What follows belongs to an exercise in optimizing a design on an open flow for small area, a short achievable clock period and few clock cycles; a production flow would make more cautious choices.
No functional check of the RTL was part of any run shown here.
Power and IR drop assume default switching activity.

==> flow/design.v (outline; a module is shown in full before it is edited, if it fits) <==
// module yrs_ctrl: 141 lines
// module yrs_datapath: 4036 lines
// module yuv_to_rgb32_horizontal_scaler_top: 75 lines
module yuv_to_rgb32_horizontal_scaler_top #(
  parameter int MAX_UPSCALE = yrs_pkg::MAX_UPSCALE_DEF
) (
  input  logic                            clk,
  input  logic                            rst_n,
  input  logic                            cfg_we,
  input  logic [yrs_pkg::CFG_IDX_W-1:0]   cfg_index,
  input  logic [yrs_pkg::CFG_W-1:0]       cfg_data,
  input  logic                            in_valid,
  output logic                            in_ready,
  input  logic [yrs_pkg::LUMA_W-1:0]      in_luma,
  input  logic [yrs_pkg::CHROMA_W-1:0]    in_chroma_u,
  input  logic [yrs_pkg::CHROMA_W-1:0]    in_chroma_v,
  input  logic                            in_row_start,
  output logic                            out_valid,
  input  logic                            out_ready,
  output logic [yrs_pkg::COLOR_W-1:0]     out_red,
  output logic [yrs_pkg::COLOR_W-1:0]     out_green,
  output logic [yrs_pkg::COLOR_W-1:0]     out_blue,
  output logic                            out_last_copy
);
  // ...
==> flow/run.sh <==
#!/bin/bash
# synth_recipe.tcl (not shown) runs the flow's synth.tcl, then flattens the netlist and writes it again
# the make line also repeats each setting of config.mk as NAME=value (left out here)
make -C /OpenROAD-flow-scripts/flow DESIGN_CONFIG=/design/flow/config.mk WORK_HOME=/design/flow/orfs CLKGATE_MAP_FILE= SYNTH_SCRIPT=/design/flow/synth_recipe.tcl finish
==> flow/config.mk <==
export PLATFORM = sky130hd
export DESIGN_NAME = yuv_to_rgb32_horizontal_scaler_top
export DESIGN_NICKNAME = yuv_to_rgb32_horizontal_scaler_top
export VERILOG_FILES = /design/flow/design.v
export SDC_FILE = /design/flow/constraint.sdc
export NUM_CORES = 4
export LEC_CHECK = 0
export CAP_MARGIN = 20
export CORE_MARGIN = 2
export CORE_UTILIZATION = 40
export SLEW_MARGIN = 20
==> flow/constraint.sdc <==
create_clock -name core_clock -period 6.0 [get_ports {clk}]
set_input_delay 1.2000 -clock core_clock [delete_from_list [all_inputs] [get_ports {clk}]]
set_output_delay 1.2000 -clock core_clock [all_outputs]
set_load 0.01 [all_outputs]
==> results.txt, run 1 <==
Status
The flow ran to the end and the layout has no timing, DRC or antenna violations.

Placed design
The global placer's final weighted congestion is 0.818. The number of placed instances with taps included is between 4000 and 5000.

Die
The count of inserted tapcells is about 1100. For this design the top-level I/O count stands at a little over 80.

Global route
For met1 alone, demand over resource in global routing was approximately a quarter.

Timing
The post-route setup TNS is 0 ps. The actual transition at the worst max-transition pin is between 1000 and 1500 ps. Setup repair after global routing left no endpoint under its margin. The count of pins over their slew limit is 0.

The max-slew headroom at the worst pin is about a quarter.

Final layout
The most frequent standard cell in the layout excluding fill and tap cells is edfxtp_1. The repair_antennas step left the layout with diodes totalling 1. The dominant kind of cell by area is multi-input gates. Counting flops per register, the top entry is u_datapath.tag_c.

Logic synthesis
After Yosys synthesis, full adders, half adders and majority gates account for about a fifth of the synthesized area. The most common cell in the synthesized netlist is edfxtp_1. The top cell type's share of synthesized area is roughly 32%. The mux cell area share after synthesis is about 1.1%.

Power
Per report_power, the Sequential row totals approximately 6300 uW. Of all power groups, the one with the highest power is combinational cells. The static leakage power is between 0.015 and 0.02 uW. The design draws between 15000 and 20000 uW. The clock group share of total power is between 20% and 30%.

Route
The first routing iteration left between 1000 and 1500 violations. The per-cell routed wire length is about 18 um. For this block, the routed nets add up to about 75 mm of wire.

Setup path
Across all register-to-register paths, the minimum setup slack is approximately 2200 ps. The sum of buffers and inverters on the critical path is 0. Counting cells, the worst reg-to-reg path comes to 14. The dominant cell type by count on the critical path is ha_1. The endpoint of the worst-slack reg-to-reg timing path is u_datapath.tag_v[1].

Clock tree
Counting every sink on the clock net gives between 500 and 600. In this run the post-CTS setup repair buffer count came out at 0.
==> inputs of run 2 (changes only) <==
--- a/flow/config.mk
+++ b/flow/config.mk
@@ -8,4 +8,5 @@
 export CAP_MARGIN = 20
 export CORE_MARGIN = 2
 export CORE_UTILIZATION = 40
+export SETUP_SLACK_MARGIN = 3.4
 export SLEW_MARGIN = 20
==> run 2 against run 1 <==
Net effect: core utilization is 3.4 points higher; sequential cell count unchanged; critical path type unchanged; largest cell class unchanged; highest routed layer unchanged; still clean on timing, DRC and antenna; register-to-register slack improved by 360 ps.
==> results.txt, run 2 <==
Global route
Global routing used 18.2% of the available tracks across all layers. Entering global routing, the biggest net connects 150 pins. The initial antenna violation count is 1.

The global-route wire length before repair is 126 mm. For this run the aggregate overflow at the end of global routing stands at 0. The number of global-route vias before repair is 22100.

Logic synthesis
Ranked by total cell area, the synthesized netlist is headed by edfxtp_1, fa_1, dfxtp_1. The number of different library cells used by synthesis comes to 75. A synthesized cell averages around 11 um2. The most common cell in the synthesized netlist is edfxtp_1. The post-synthesis net count is approximately 3600. The cell area after synthesis is ~34000 um2. For this run, the leading register cell type out of synthesis is edfxtp_1.

The biggest area contributor in the post-synthesis netlist is edfxtp_1. Yosys mapped a number of flops with a built-in enable equal to roughly 370. Counting instances in the post-synthesis netlist gives the leading cell types as edfxtp_1, inv_1, a22oi_1. In the synthesized netlist the async set-or-reset flop fraction comes to 0%. Synthesis handed over a netlist of ~3100 instances.

The flip-flop and latch count after synthesis is around 530. During synthesis, Yosys emitted a total of 3 warnings. For this run, the register share of the synthesized area comes to 41.6%. The top cell type's share of synthesized area came to 32.4% (unchanged).

Status
The run finished with no timing, DRC or antenna violations.

Power
The total power of the final layout is 18600 uW (+8.1%). The worst-case IR drop observed on VDD is between 0.3 and 0.4 mV. The internal power component is 11900 uW.

Net switching is 35.7% of the power. The clock group share of total power is 19.6% (-1.4 points). The areal power density over the cells is around 460 nW/um2.

The static leakage power is 0.0165 uW (+5.3%). Combinational logic burns between 40% and 50% of the power. The net switching power is 6620 uW.

Per report_power, the sequential group accounts for 33.6% of the total.

Route
The first-pass iteration count of the detailed router is 5. The via count is 22400. The highest metal layer with signal wires is met4. Summed over all nets, wire length on met2 after detailed routing comes to ~36 mm. The initial detailed-routing violation count is 1623 (+16%). The per-cell routed wire length is 18.4 um (+3.2%). The ratio of routed vias to standard cells is approximately 5.2.

The sum of routed wire segments on met1 is between 30 and 40 mm. The residual antenna-violating net count after detailed routing is 0. The number of remaining DRC errors is 0. Summed over all nets, wire length on met3 after detailed routing comes to approximately 3.6 mm. The total wire length after detailed routing was 79.7 mm (+6.3%).

Clock tree
The clock passes through at most 3 buffers. The CTS clock-pin slew for the worst setup and hold paths is approximately 60 ps. The number of CTS-inserted buffers is roughly 60. The number of clock sinks is 526 (unchanged).

At the later pin of the worst-skew pair, clock insertion delay measures roughly 640 ps. The depth of the CTS H-tree is 2. The clock tree from TritonCTS is done. The cell sitting at the root of the clock tree is a clkbuf_16.

Timing
Clock skew on the completed layout was measured at 28.5 ps. Static timing analysis puts the maximum clock frequency at ~0.29 GHz. The count of pins over their slew limit is 0 (unchanged). The actual transition at the worst max-transition pin is 953 ps (-159 ps). The post-route setup TNS came to 0 ps (unchanged). The max-slew headroom at the worst pin came to 36.4% (+11 points). Setup repair after global routing could not meet its margin everywhere. The period utilization is roughly 58%. The total setup violations reported at the end of the flow is 0. The clock period minus final worst setup slack is about 3500 ps. The number of hold-slack violations in the final timing report is 0.

Setup path
Among all stages on the critical path, the largest delay is contributed by or3_1. The cell that appears most often on the critical path is ha_4. Of all nets on the critical path, the largest fanout is 3. The minimum setup slack among reg-to-reg paths came to 2530 ps (+360 ps). The data arrival at the endpoint of the critical path is between 3000 and 4000 ps. At the worst endpoint, the required time is around 6500 ps. The endpoint kind of the worst setup timing path is a register. The peak per-stage delay on the critical path is about 380 ps. The worst setup path is of the reg2reg kind. Traced cell by cell, the critical path runs through ha_4 -> fa_2 -> a21o_1 -> a311o_2 -> a211oi_4 -> o21bai_2 -> a21oi_2 -> o21ai_1 -> ha_2 -> ha_4 -> mux2_4 -> or3_1 -> o31ai_2 -> a21oi_1. The cell family contributing the most delay on the critical path is compound AO/OA/AOI/OAI gates.

The sum of buffers and inverters on the critical path is 0 (unchanged). The worst setup path is launched from a register.

Placed design
Buffers placed on the I/O ports in this run total 80. The number of placed instances with taps included is 4106 (-0.024%). The sum of net half-perimeters after detailed placement is between 50 and 60 mm. The global placer's final weighted congestion is 0.848 (+3.7%).

Summing all placed instances gives a cell area of roughly 36000 um2.

Worst hold path
The class of the tightest hold or removal check is reg2reg.

Die
The die covers approximately 88000 um2. The placeable core region is around 85000 um2. The total number of placement rows is 107. The die is between 200 and 300 um tall.

The I/O pin count is 81 (unchanged). From left edge to right edge, the die measures about 300 um. The starting density of the core is approximately 40%.

Final layout
Counting the fill cells in the layout gives roughly 7600. The register with the most flip-flops in the layout has 20 of them. The area growth from synthesis to layout is 19.0%.

After routing the design area is ~40000 um2. For this run, the post-layout net count is 3633. The library cell used most frequently in the layout, excluding fill and tap cells, is edfxtp_1. Counting flops per register, the top entry is u_datapath.tag_c. The proportion of layout cells with a drive suffix above 1 is 20.5%. In the layout the commonest cells are edfxtp_1, inv_1, nand2_1.

Leaving out filler cells and counting taps, the final layout contains ~4300.

Flow run
Across the run, the number of max-cap violations was 0.
## run 2: kinds of logic (layout without fill, tap and decap cells)
logic type               Yosys count  after routing  synth area share, %
AO/OA/AOI/OAI                    626            626                 13.0
XOR/XNOR                         389            389                 10.1
adder cells (fa/ha/maj)          433            433                 21.0
buffers and inverters            557            673                 6.14
flip-flops                       526            526                 41.6
multiplexers                      34             34                 1.08
other                              0              2                    0
AND/OR/NAND/NOR                  517            517                 7.06
## run 2: per-layer routing
| metal | vias up | global-route usage, % |
|---|---|---|
| met5 | - | 0 |
| li1 | 10700 | - |
| met2 | 516 | 28.9 |
| met3 | 124 | 2.35 |
| met4 | 0 | 4.71 |
| met1 | 11100 | 26.4 |
## run 2: what timing repair did
item | in CTS | in global routing
buffers inserted | 82 | 35
hold buffers | 0 | 0
cloned | 7 | 2
endpoints found under the setup margin | 195 | 294
pin swaps | 87 | 141
resized for setup | 215 | 196
## run 2: per-stage QoR
stage	hold slack, ps	setup WS (ps)	utilization (%)
after global routing	423	2380	47.9
after detailed placement	405	2450	42.6
after CTS	417	2520	46.7
after global placement	401	2520	42.5
after floorplan	400	-412	-
final	414	2530	47.9
## run 2: final cells by class
class                   instances  area (um2)  share of cell area [%]
diodes                          2        5.00                  0.0123
clock buffers                  71        1600                    3.94
clock inverters                39         374                   0.920
inverters                     319        1210                    2.99
multi-input cells            1999       19200                    47.2
flip-flops and latches        526       14200                    35.0
well taps                    1144        1430                    3.52
repair buffers                244        2610                    6.42
## run 2: power by group through the flow
stage               Combinational, uW  Clock [uW]  Sequential [uW]
floorplan                        5260           0             6150
global placement                 7310           0             6320
detailed placement               7470           0             6340
CTS                              8100        3750             6240
global route                     9880        3890             6350
finish                           8680        3640             6230
## run 2: worst paths after layout
check	start	end	depth (start not counted)
worst max-delay path	u_ctrl.step_frac[0]	u_datapath.tag_v[1]	14
worst min-delay path	u_datapath.tag_c[2][4]	u_datapath.tag_c[3][4]	0
worst max register to register	u_ctrl.step_frac[0]	u_datapath.tag_v[1]	14
worst min register to register	u_datapath.tag_c[2][4]	u_datapath.tag_c[3][4]	0
==> module yrs_ctrl, before the edit <==
module yrs_ctrl (
  input  logic        clk,
  input  logic        rst_n,
  input  logic        cfg_we,
  input  logic [2:0]  cfg_index,
  input  logic [20:0] cfg_data,
  input  logic        in_valid,
  output logic        in_ready,
  input  logic        in_row_start,
  output logic        out_valid,
  input  logic        out_ready,
  output logic [7:0]  out_red,
  output logic [7:0]  out_green,
  output logic [7:0]  out_blue,
  output logic        out_last_copy,
  output logic        adv,
  output logic        tag_v,
  output logic [4:0]  tag_c,
  output logic [15:0] lg,
  output logic [15:0] ub,
  output logic [15:0] ug,
  output logic [15:0] vg,
  output logic [15:0] vr,
  input  logic [7:0]  red,
  input  logic [7:0]  green,
  input  logic [7:0]  blue,
  input  logic        dp_v,
  input  logic [4:0]  dp_c
);
  logic [4:0]  step_int;
  logic [15:0] step_frac;
  logic [15:0] pos;
  logic        o_valid, o_last;
  logic [4:0]  o_cnt;
  logic [7:0]  o_r, o_g, o_b;
  logic        k_full;
  logic [4:0]  k_cnt;
  logic [7:0]  k_r, k_g, k_b;
  logic        accept, o_free;
  logic [16:0] pos_sum;
  logic [4:0]  copies;
  logic [15:0] pos_nxt;
  assign adv      = !k_full;
  assign in_ready = adv;
  assign accept   = in_valid && adv;
  always_comb begin
    pos_sum = {1'b0, pos} + {1'b0, step_frac};
    if (in_row_start) begin
      copies  = step_int;
      pos_nxt = step_frac;
    end else begin
      copies  = step_int + 5'(pos_sum[16]);
      pos_nxt = pos_sum[15:0];
    end
  end
  assign tag_v = accept && (copies != 5'd0);
  assign tag_c = copies;
  always_ff @(posedge clk) begin
    if (!rst_n) begin
      step_int  <= 5'd1;
      step_frac <= 16'd0;
      lg        <= yrs_pkg::LUMA_GAIN_RST;
      ub        <= yrs_pkg::U_TO_BLUE_RST;
      ug        <= yrs_pkg::U_TO_GREEN_RST;
      vg        <= yrs_pkg::V_TO_GREEN_RST;
      vr        <= yrs_pkg::V_TO_RED_RST;
    end else if (cfg_we) begin
      case (cfg_index)
        yrs_pkg::REG_X_STEP: begin
          if (cfg_data[20]) begin
            step_int  <= 5'd16;
            step_frac <= 16'd0;
          end else begin
            step_int  <= {1'b0, cfg_data[19:16]};
            step_frac <= cfg_data[15:0];
          end
        end
        yrs_pkg::REG_LUMA_GAIN:  lg <= cfg_data[15:0];
        yrs_pkg::REG_U_TO_BLUE:  ub <= cfg_data[15:0];
        yrs_pkg::REG_U_TO_GREEN: ug <= cfg_data[15:0];
        yrs_pkg::REG_V_TO_GREEN: vg <= cfg_data[15:0];
        yrs_pkg::REG_V_TO_RED:   vr <= cfg_data[15:0];
        default: ;
      endcase
    end
  end
  always_ff @(posedge clk) begin
    if (!rst_n) pos <= 16'd0;
    else if (accept) pos <= pos_nxt;
  end
  assign o_free = !o_valid || (o_last && out_ready);
  always_ff @(posedge clk) begin
    if (!rst_n) begin
      o_valid <= 1'b0;
      o_last  <= 1'b0;
      o_cnt   <= 5'd0;
      k_full  <= 1'b0;
    end else begin
      if (o_free) begin
        if (k_full) begin
          o_valid <= 1'b1;
          o_cnt   <= k_cnt;
          o_last  <= (k_cnt == 5'd1);
        end else begin
          o_valid <= dp_v;
          o_cnt   <= dp_c;
          o_last  <= (dp_c == 5'd1);
        end
      end else if (out_ready) begin
        o_cnt  <= o_cnt - 5'd1;
        o_last <= (o_cnt == 5'd2);
      end
      if (k_full) k_full <= !o_free;
      else        k_full <= dp_v && !o_free;
    end
  end
  always_ff @(posedge clk) begin
    if (o_free) begin
      if (k_full) begin
        o_r <= k_r;
        o_g <= k_g;
        o_b <= k_b;
      end else begin
        o_r <= red;
        o_g <= green;
        o_b <= blue;
      end
    end
    if (adv) begin
      k_cnt <= dp_c;
      k_r   <= red;
      k_g   <= green;
      k_b   <= blue;
    end
  end
  assign out_valid     = o_valid;
  assign out_last_copy = o_last;
  assign out_red       = o_r;
  assign out_green     = o_g;
  assign out_blue      = o_b;
endmodule
==> inputs of run 3 (changes only) <==
--- a/flow/design.v
+++ b/flow/design.v
@@ -52,7 +52,8 @@
   input  logic        dp_v,
   input  logic [4:0]  dp_c
 );
-  logic [4:0]  step_int;
+  logic [4:0]  step_int, step_int_p1;
+  logic        step_int_nz;
   logic [15:0] step_frac;
   logic [15:0] pos;
   logic        o_valid, o_last;
@@ -74,16 +75,18 @@
       copies  = step_int;
       pos_nxt = step_frac;
     end else begin
-      copies  = step_int + 5'(pos_sum[16]);
+      copies  = pos_sum[16] ? step_int_p1 : step_int;
       pos_nxt = pos_sum[15:0];
     end
   end
-  assign tag_v = accept && (copies != 5'd0);
+  assign tag_v = accept && (step_int_nz || (pos_sum[16] && !in_row_start));
   assign tag_c = copies;
   always_ff @(posedge clk) begin
     if (!rst_n) begin
-      step_int  <= 5'd1;
-      step_frac <= 16'd0;
+      step_int    <= 5'd1;
+      step_int_p1 <= 5'd2;
+      step_int_nz <= 1'b1;
+      step_frac   <= 16'd0;
       lg        <= yrs_pkg::LUMA_GAIN_RST;
       ub        <= yrs_pkg::U_TO_BLUE_RST;
       ug        <= yrs_pkg::U_TO_GREEN_RST;
@@ -93,11 +96,15 @@
       case (cfg_index)
         yrs_pkg::REG_X_STEP: begin
           if (cfg_data[20]) begin
-            step_int  <= 5'd16;
-            step_frac <= 16'd0;
+            step_int    <= 5'd16;
+            step_int_p1 <= 5'd17;
+            step_int_nz <= 1'b1;
+            step_frac   <= 16'd0;
           end else begin
-            step_int  <= {1'b0, cfg_data[19:16]};
-            step_frac <= cfg_data[15:0];
+            step_int    <= {1'b0, cfg_data[19:16]};
+            step_int_p1 <= {1'b0, cfg_data[19:16]} + 5'd1;
+            step_int_nz <= (cfg_data[19:16] != 4'd0);
+            step_frac   <= cfg_data[15:0];
           end
         end
         yrs_pkg::REG_LUMA_GAIN:  lg <= cfg_data[15:0];
--- a/flow/config.mk
+++ b/flow/config.mk
@@ -5,8 +5,8 @@
 export SDC_FILE = /design/flow/constraint.sdc
 export NUM_CORES = 4
 export LEC_CHECK = 0
+export ABC_CLOCK_PERIOD_IN_PS = 2500
 export CAP_MARGIN = 20
 export CORE_MARGIN = 2
 export CORE_UTILIZATION = 40
-export SETUP_SLACK_MARGIN = 3.4
 export SLEW_MARGIN = 20
==> run 3 against run 2 <==
Net effect: non-clock buffer count fell by 129; clock skew fell by 4.0 ps; power fell by 7.9%; wire length fell by 5.8%; sequential cell count rose by 6; sequential share of layout area rose by 2.7 points; core utilization fell by 3.3 points; combinational power fell by 17%; largest cell class unchanged.
==> results.txt, run 3 <==
Worst hold path
In this run the most critical hold path is launched from u_datapath.tag_c[1][2]. The class of the tightest hold or removal check is reg2reg. The cell depth of the worst min-delay path is 0 (unchanged).

The worst min-delay path endpoint is u_datapath.tag_c[2][2].

Final layout
The library cells used most frequently in the layout, excluding fill and tap cells, are edfxtp_1, inv_1, a22oi_1. The proportion of layout cells with a drive suffix above 1 came to 5.74% (-15 points). The most flop-heavy register is u_datapath.tag_c.

The number of nets in the layout is 3570 (-1.7%). The antenna cell count is 0 (-2). The final cell count without fillers is 4279 (-1.5%). The area added between synthesis and finish is 10.5%. The number of flip-flops under the largest register name was 20 (unchanged). The most frequent standard cell in the layout excluding fill and tap cells is edfxtp_1.

Setup path
The critical path goes through clkinvlp_4 -> clkdlybuf4s50_1. The startpoint of the worst register-to-register path is u_datapath.n52_s1. The sum of buffers and inverters on the critical path is 2 (+2). The number of stages on the worst setup path is 2 (-12). By startpoint and endpoint, the worst setup path is classified as reg2out. The worst endpoint required time is 4800 ps (-1690 ps). The largest delay contributor family on the critical path is buffers and inverters. The length in cells of the worst reg-to-reg path was 7 (-7). On the critical path, the stage with the largest delay is an instance of clkdlybuf4s50_1.

The data arrival at the endpoint of the critical path was 2420 ps (-1550 ps). In this run the critical register-to-register path is captured at u_datapath.n731_s2. STA classifies the critical path startpoint as a register. Tracing the worst setup path back leads to its startpoint at u_ctrl.k_full.

The largest fanout on the critical path is 36 (+33). The minimum setup slack among reg-to-reg paths is 2540 ps (about the same). The peak per-stage delay on the critical path is 770 ps (+390 ps). STA classifies the critical path endpoint as an output port.

Placed design
The number of placed instances with taps included is 4166 (+1.5%). The sum of net half-perimeters after detailed placement is 52.2 mm (-1.3%). The number of buffers inserted by port buffering was 80 (unchanged).

The global placer's final weighted congestion is 0.813 (-4.2%).

Logic synthesis
The warning count from the yosys run is 3 (unchanged). The flip-flop and latch count after synthesis is 532 (+1.1%). The number of distinct library cell variants in the gate-level netlist after synthesis is 63 (-16%). The post-synthesis net count was 3635 (+1.9%). The count of mapped cells out of synthesis is 3151 (+2.2%). The most area-hungry cell type in the Yosys netlist is edfxtp_1. The most common cell in the synthesized netlist is edfxtp_1.

The mean area per synthesized cell is 10.9 um2 (-1.6%). The count of flip-flops with a built-in enable after synthesis is 368 (unchanged). The proportion of synthesized chip area in sequential cells is 41.7% (+0.11 points). After synthesis, the most frequently instantiated cells are edfxtp_1, inv_1, a22oi_1. Sorting the synthesized cells by area gives the leading types as edfxtp_1, fa_1, dfxtp_1. The top cell type's share of synthesized area is 32.2% (-0.18 points). For this run, the leading register cell type out of synthesis is edfxtp_1.

The cell area after synthesis is 34400 um2 (+0.57%). The fraction of synthesis flops using an asynchronous set or reset pin was 0% (unchanged).

Global route
The initial antenna violation count is 0 (-1). The overall overflow remaining after global route is 0 (unchanged). The overall routing resource usage was 17.3% (-0.96 points).

The number of global-route vias before repair is 21700 (-1.7%). The pin count of the biggest net entering global routing came to 161 (+7.3%). The global-route wire length before repair was 123 mm (-2.4%).

Power
The static leakage power is 0.0159 uW (-3.5%). The areal power density over the cells is 450 nW/um2 (-1.4%). The maximum VDD drop is 0.274 mV (-9.9%).

Status
The run finished with no timing, DRC or antenna violations.

Route
The first-pass iteration count of the detailed router is 6 (+1). The total wire length after detailed routing is 75.1 mm (-5.8%). The per-cell routed wire length is 17.6 um (-4.3%). The number of remaining DRC errors was 0 (unchanged). The ratio of routed vias to standard cells is 5.09 (-1.5%).

The via count was 21800 (-2.9%). The residual antenna-violating net count after detailed routing is 0 (unchanged). The initial detailed-routing violation count came to 1471 (-9.4%).

Clock tree
TritonCTS built the clock tree. The number of clock sinks came to 532 (+1.1%). The count of cells resized by post-cts repair is 0 (-100%). The insertion delay of the later-clocked pin in the worst-skew pair is 630 ps (about the same). The depth of the CTS H-tree is 2 (unchanged). The root buffer cell chosen for the clock tree is clkbuf_16. The number of hold buffers added after cts is 0 (unchanged). The CTS clock-pin slew for the worst setup and hold paths came to 60 ps (about the same).

The number of buffers between clock root and the deepest sink was 3 (unchanged). The number of setup buffers added after CTS is 0 (-100%). The number of CTS-inserted buffers is 60 (+1.7%).

Timing
The max-slew headroom at the worst pin was 28.3% (-8.1 points). The highest clock rate came to 0.276 GHz (-4.1%). The number of hold-slack violations in the final timing report is 0 (unchanged). The clock period minus final worst setup slack came to 3620 ps (+149 ps). The total setup violations reported at the end of the flow is 0 (unchanged). The final clock skew is 24.5 ps (-3.98 ps). The post-route setup TNS is 0 ps (unchanged). Setup repair after global routing left no endpoint under its margin. The count of pins over their slew limit is 0 (unchanged).

The period utilization is 60.3% (+2.5 points). The actual transition at the worst max-transition pin is 1080 ps (+122 ps).

Die
The I/O pin count is 81 (unchanged). The die height is 297 um (+0.28%). The placeable core region came to 85100 um2 (+0.32%). The starting density of the core is 40.3% (+0.10 points).

The total number of placement rows is 107 (unchanged). The die area is 88200 um2 (+0.56%). The horizontal die dimension was 297 um (+0.28%).

Flow run
The total of max-cap violations was 0 (unchanged).
## run 3: changes by cell type after synthesis, moves of 10 or more
cell and change:
inv_1 +41, nor2_1 +34, o21a_1 +18, nand3_1 -15
nand2_1 +14, a21oi_1 -12, o21ai_0 +12, nor2b_1 +11
nor4_1 -10
## run 3: logic make-up after synthesis
| logic type | synth area share (%) |
|---|---|
| adder cells (fa/ha/maj) | 20.9 |
| multiplexers | 1.16 |
| XOR/XNOR | 10.0 |
| flip-flops | 41.7 |
| buffers and inverters | 6.61 |
| AND/OR/NAND/NOR | 7.17 |
| AO/OA/AOI/OAI | 12.4 |
## run 3: cell type report
class,count,area [um2]
clock buffers,84,1750
inverters,360,1360
clock inverters,27,253
fillers,8087,47200
well taps,1144,1430
multi-input cells,2017,17800
flip-flops and latches,532,14300
repair buffers,115,1100
## run 3: how the worst max path moves through the flow
stage	to	slack, ps
after floorplan	u_ctrl.pos[13]	-450
after global placement	u_datapath.n1515_s2	2340
after detailed placement	u_ctrl.ub[15]	2400
after CTS	in_ready	2280
after global routing	in_ready	2230
final	in_ready	2380
## run 3: power breakdown
group          switching [uW]  internal [uW]  total (uW)
Sequential                513           5740        6260
Combinational            3920           3260        7180
Clock                    1510           2160        3670
Total                    5940          11200       17100
## run 3: per-layer routing
| layer | part of all wire [%] | GRT usage, % | vias up |
|---|---|---|---|
| met3 | 5.1 | 2.72 | 92 |
| met1 | 48 | 25.1 | 10600 |
| met5 | 0 | 0 | - |
| met4 | 2.2 | 4.38 | 0 |
| met2 | 45 | 27.0 | 484 |
| li1 | - | - | 10600 |
## run 3: stage by stage
stage               total power, uW  util, %  setup slack [ps]  hold slack [ps]  cell area (um2)
floorplan                     11200        -              -446              400            34400
global placement              13400     42.2              2340              401            35900
detailed placement            13600     42.2              2400              405            35900
CTS                           17400     44.6              2280              414            37900
global route                  18800     44.6              2230              427            38000
finish                        17100     44.6              2380              418            38000
## run 3: worst reg2reg max path, cell delays in order (launching register included)
cell and delay (ps):
edfxtp_1 990, buf_4 480, xor2_1 260, fa_1 470, fa_1 510, inv_1 50, ha_1 290, a21o_1 170
==> inputs of run 4 (changes only) <==
--- a/flow/config.mk
+++ b/flow/config.mk
@@ -8,5 +8,6 @@
 export ABC_CLOCK_PERIOD_IN_PS = 2500
 export CAP_MARGIN = 20
 export CORE_MARGIN = 2
-export CORE_UTILIZATION = 40
+export CORE_UTILIZATION = 55
+export SETUP_SLACK_MARGIN = 3.3
 export SLEW_MARGIN = 20
==> run 4 against run 3 <==
Net effect: core utilization rose by 21 points; clock power barely moved; fmax rose by 21%; synthesized cell count did not move; critical path depth rose by 9; global-route usage rose by 8.5 points; register-to-register slack improved by 470 ps; largest cell class unchanged; sequential share of layout area fell by 2.0 points; sequential power barely moved; still clean; worst setup slack improved by 630 ps; critical endpoint is now u_datapath.n736_s2.
==> results.txt, run 4 <==
Die
The I/O pin count was 81 (unchanged). The die area was 64500 um2 (-27%). The total number of placement rows is 91 (-15%).

The horizontal die dimension is 254 um (-15%). The die height is 254 um (-15%). The starting density of the core is 55.7% (+15 points). The placeable core region is 61700 um2 (-28%).

Clock tree
The insertion delay of the later-clocked pin in the worst-skew pair is 640 ps (about the same). Clock tree synthesis selected as its root buffer the cell clkbuf_16. The number of CTS-inserted buffers is 59 (-1.7%). TritonCTS built the clock tree.

The number of buffers between clock root and the deepest sink is 3 (unchanged). The depth of the CTS H-tree is 2 (unchanged). The CTS clock-pin slew for the worst setup and hold paths came to 60 ps (about the same). The number of clock sinks is 532 (unchanged).

Global route
The overall overflow remaining after global route is 0 (unchanged). The global-route wire length before repair is 130 mm (+5.1%). The initial antenna violation count is 0 (unchanged). The overall routing resource usage was 25.8% (+8.5 points). The pin count of the biggest net entering global routing was 174 (+8.1%).

The number of global-route vias before repair is 23100 (+6.5%).

Logic synthesis
The warning count from the yosys run is 3 (unchanged). The cell area after synthesis came to 34400 um2 (unchanged). The most frequently used flop master after synthesis is edfxtp_1. The adder-cell share of the synthesized area was 20.9% (unchanged). The area fraction in compound gates after synthesis is 12.4% (unchanged).

The mux cell area share after synthesis came to 1.16% (unchanged). The fraction of the mapped netlist area in simple logic gates was 7.17% (unchanged). The XOR/XNOR share of the synthesized area is 10.0% (unchanged). The flip-flop and latch count after synthesis is 532 (unchanged). The top cell type's share of synthesized area is 32.2% (unchanged). The proportion of synthesized chip area in sequential cells is 41.7% (unchanged). The dominant combinational cell family by area after synthesis is adder cells. The count of flip-flops with a built-in enable after synthesis is 368 (unchanged). The mean area per synthesized cell is 10.9 um2 (unchanged). The fraction of synthesis flops using an asynchronous set or reset pin is 0% (unchanged). The most common cell in the synthesized netlist is edfxtp_1. The post-synthesis net count was 3635 (unchanged).

The number of distinct library cell variants in the gate-level netlist after synthesis is 63 (unchanged). The most area-hungry cell type in the Yosys netlist is edfxtp_1. The count of mapped cells out of synthesis was 3151 (unchanged). By area the synthesized netlist is led by edfxtp_1, fa_1, dfxtp_1. The commonest cells after synthesis are edfxtp_1, inv_1, a22oi_1.

Final layout
The proportion of layout cells with a drive suffix above 1 came to 17.6% (+12 points). The number of flip-flops under the largest register name is 20 (unchanged). The library cell used most frequently in the layout, excluding fill and tap cells, is edfxtp_1. The most flop-heavy register is u_datapath.tag_c. The post-route cell area is 40200 um2 (+5.8%).

Leaving out fill and tap cells, the most frequent cells in the layout are edfxtp_1, inv_1, nand2_1. The number of nets in the layout is 3720 (+4.2%). The area added between synthesis and finish is 17.0%. The antenna cell count came to 0 (unchanged).

Worst hold path
The class of the tightest hold or removal check is reg2reg.

Route
The via count is 23200 (+6.5%). The number of remaining DRC errors was 0 (unchanged). The total wire length after detailed routing is 81.9 mm (+9.0%).

The initial detailed-routing violation count is 1912 (+30%). The residual antenna-violating net count after detailed routing is 0 (unchanged). The per-cell routed wire length was 19.9 um (+13%). The first-pass iteration count of the detailed router came to 6 (unchanged). The ratio of routed vias to standard cells is 5.62 (+10%).

Placed design
The total cell area at the placement stage came to 35700 um2 (-0.60%). The number of buffers inserted by port buffering was 80 (unchanged). The global placer's final weighted congestion is 0.849 (+4.5%). The sum of net half-perimeters after detailed placement was 53.7 mm (+2.8%).

Timing
The actual transition at the worst max-transition pin is 967 ps (-108 ps). The max-slew headroom at the worst pin was 35.3% (+7.0 points). The highest clock rate is 0.335 GHz (+21%). Setup repair after global routing could not meet its margin everywhere. The number of hold-slack violations in the final timing report is 0 (unchanged). The clock period minus final worst setup slack is 2990 ps (-634 ps).

The post-route setup TNS is 0 ps (unchanged). The count of pins over their slew limit is 0 (unchanged). The total setup violations reported at the end of the flow is 0 (unchanged). The final clock skew was 32.2 ps (+7.71 ps).

The period utilization came to 49.8% (-11 points).

Setup path
The worst endpoint required time is 6370 ps (+1570 ps). The data arrival at the endpoint of the critical path is 3360 ps (+940 ps). The endpoint kind of the worst setup timing path is a register.

The critical path is of the reg2reg type. The type of origin of the critical path is a register. The largest fanout on the critical path is 6 (-83%).

Power
The total power of the final layout came to 18000 uW (+5.0%). The static leakage power is 0.0168 uW (+6.0%). The areal power density over the cells is 447 nW/um2 (-0.79%). The maximum VDD drop is 0.359 mV (+31%).

Status
The flow ran to the end and the layout has no timing, DRC or antenna violations.

Flow run
The total of max-cap violations came to 0 (unchanged).
-- run 4: cell counts after synthesis --
Identical to the previous run, type by type.
-- run 4: cells by family (layout without fill, tap and decap cells) --
group	Yosys count	after routing
AO/OA/AOI/OAI	613	613
XOR/XNOR	393	393
flip-flops	532	532
multiplexers	37	37
adder cells (fa/ha/maj)	433	433
AND/OR/NAND/NOR	541	541
buffers and inverters	602	738
-- run 4: layout make-up --
cell class / instances / area [um2]
clock buffers: 78 / 1700
clock inverters: 34 / 309
fillers: 4899 / 21500
inverters: 360 / 1370
multi-input cells: 2017 / 18600
flip-flops and latches: 532 / 14400
well taps: 837 / 1050
repair buffers: 265 / 2760
repair inverters: 1 / 5.00
-- run 4: worst paths after layout --
check | from | to | slack, ps | depth (start not counted)
setup / recovery | u_datapath.n45_s1 | u_datapath.n736_s2 | 3010 | 11
hold / removal | u_datapath.tag_c[3][1] | u_datapath.tag_c[4][1] | 420 | 0
setup reg to reg | u_datapath.n45_s1 | u_datapath.n736_s2 | 3010 | 11
hold reg to reg | u_datapath.tag_c[3][1] | u_datapath.tag_c[4][1] | 420 | 0
-- run 4: power by group --
part | internal [uW] | leakage (uW) | total [uW] | switching, uW
combinational | 3740 | 0.0105 | 8030 | 4290
sequential | 5740 | 0.00536 | 6230 | 483
clock | 2140 | 0.000993 | 3690 | 1550
total | 11600 | 0.0168 | 18000 | 6330
-- run 4: timing repair --
item,4_1_cts,5_1_grt
hold buffers,0,0
gates resized for setup,185,153
gates cloned,9,3
pin swaps,67,119
buffers inserted,108,31
setup endpoints to repair,204,228
-- run 4: through the flow --
| stage | setup slack [ps] | utilization, % | hold WS (ps) | std cells |
|---|---|---|---|---|
| finish | 3010 | 65.1 | 418 | 4124 |
| global route | 2930 | 65.1 | 423 | 4124 |
| CTS | 3080 | 63.8 | 420 | 4090 |
| detailed placement | 2490 | 57.9 | 405 | 3861 |
| global placement | 2590 | 57.9 | 402 | 3861 |
| floorplan | -446 | - | 400 | 3151 |
-- run 4: worst max-delay path, stage by stage (launching register included) --
cell and delay [ps]:
edfxtp_1 490, buf_4 190, buf_6 130, a22oi_2 180, xnor2_1 170, ha_2 200
inv_1 50, fa_2 520, fa_1 400, inv_1 70, ha_1 210, and2_1 150
-- run 4: per-layer routing --
metal	vias up	track usage [%]	wire length (um)	share of wire, %
li1	10900	-	-	-
met1	11500	36.9	37300	45
met2	716	40.9	37700	46
met3	135	3.70	4610	5.6
met4	2	7.26	2180	2.7
met5	-	1.16	99	0.12

==> what the ideal ports hide <==
The flow's constraints put no driver on any port. The routed layouts listed below were extracted and timed again, unchanged, in two steps.
Step 1, drivers: a clkbuf_16 drives clk and a buf_2 each remaining input, both assumed.
Step 2 times the ports against the registers' clock, not the clock port: input delays grow and output delays shrink by t, the midpoint of the rising clock arrivals with the driver on.
Slacks: ideal ports / drivers / drivers and shift; pairs: ideal ports / drivers.
run | t, ns | slack for setup (ns) | clock arrival spread, ns | worst register clock-pin slew, ns
run 1 | 0.700 | 2.168 / 2.168 / 2.168 | 0.048 / 0.048 | 0.07 / 0.07
run 2 | 0.693 | 2.529 / 2.529 / 2.529 | 0.029 / 0.030 | 0.07 / 0.07
run 3 | 0.677 | 2.379 / 2.318 / 2.490 | 0.028 / 0.028 | 0.07 / 0.07
run 4 | 0.693 | 3.014 / 3.014 / 2.710 | 0.037 / 0.037 | 0.07 / 0.07
After both steps every run listed still meets setup and hold. For run 4, which loses most, drivers alone change the setup slack by 0.000 ns; drivers and shift together by -0.304 ns.
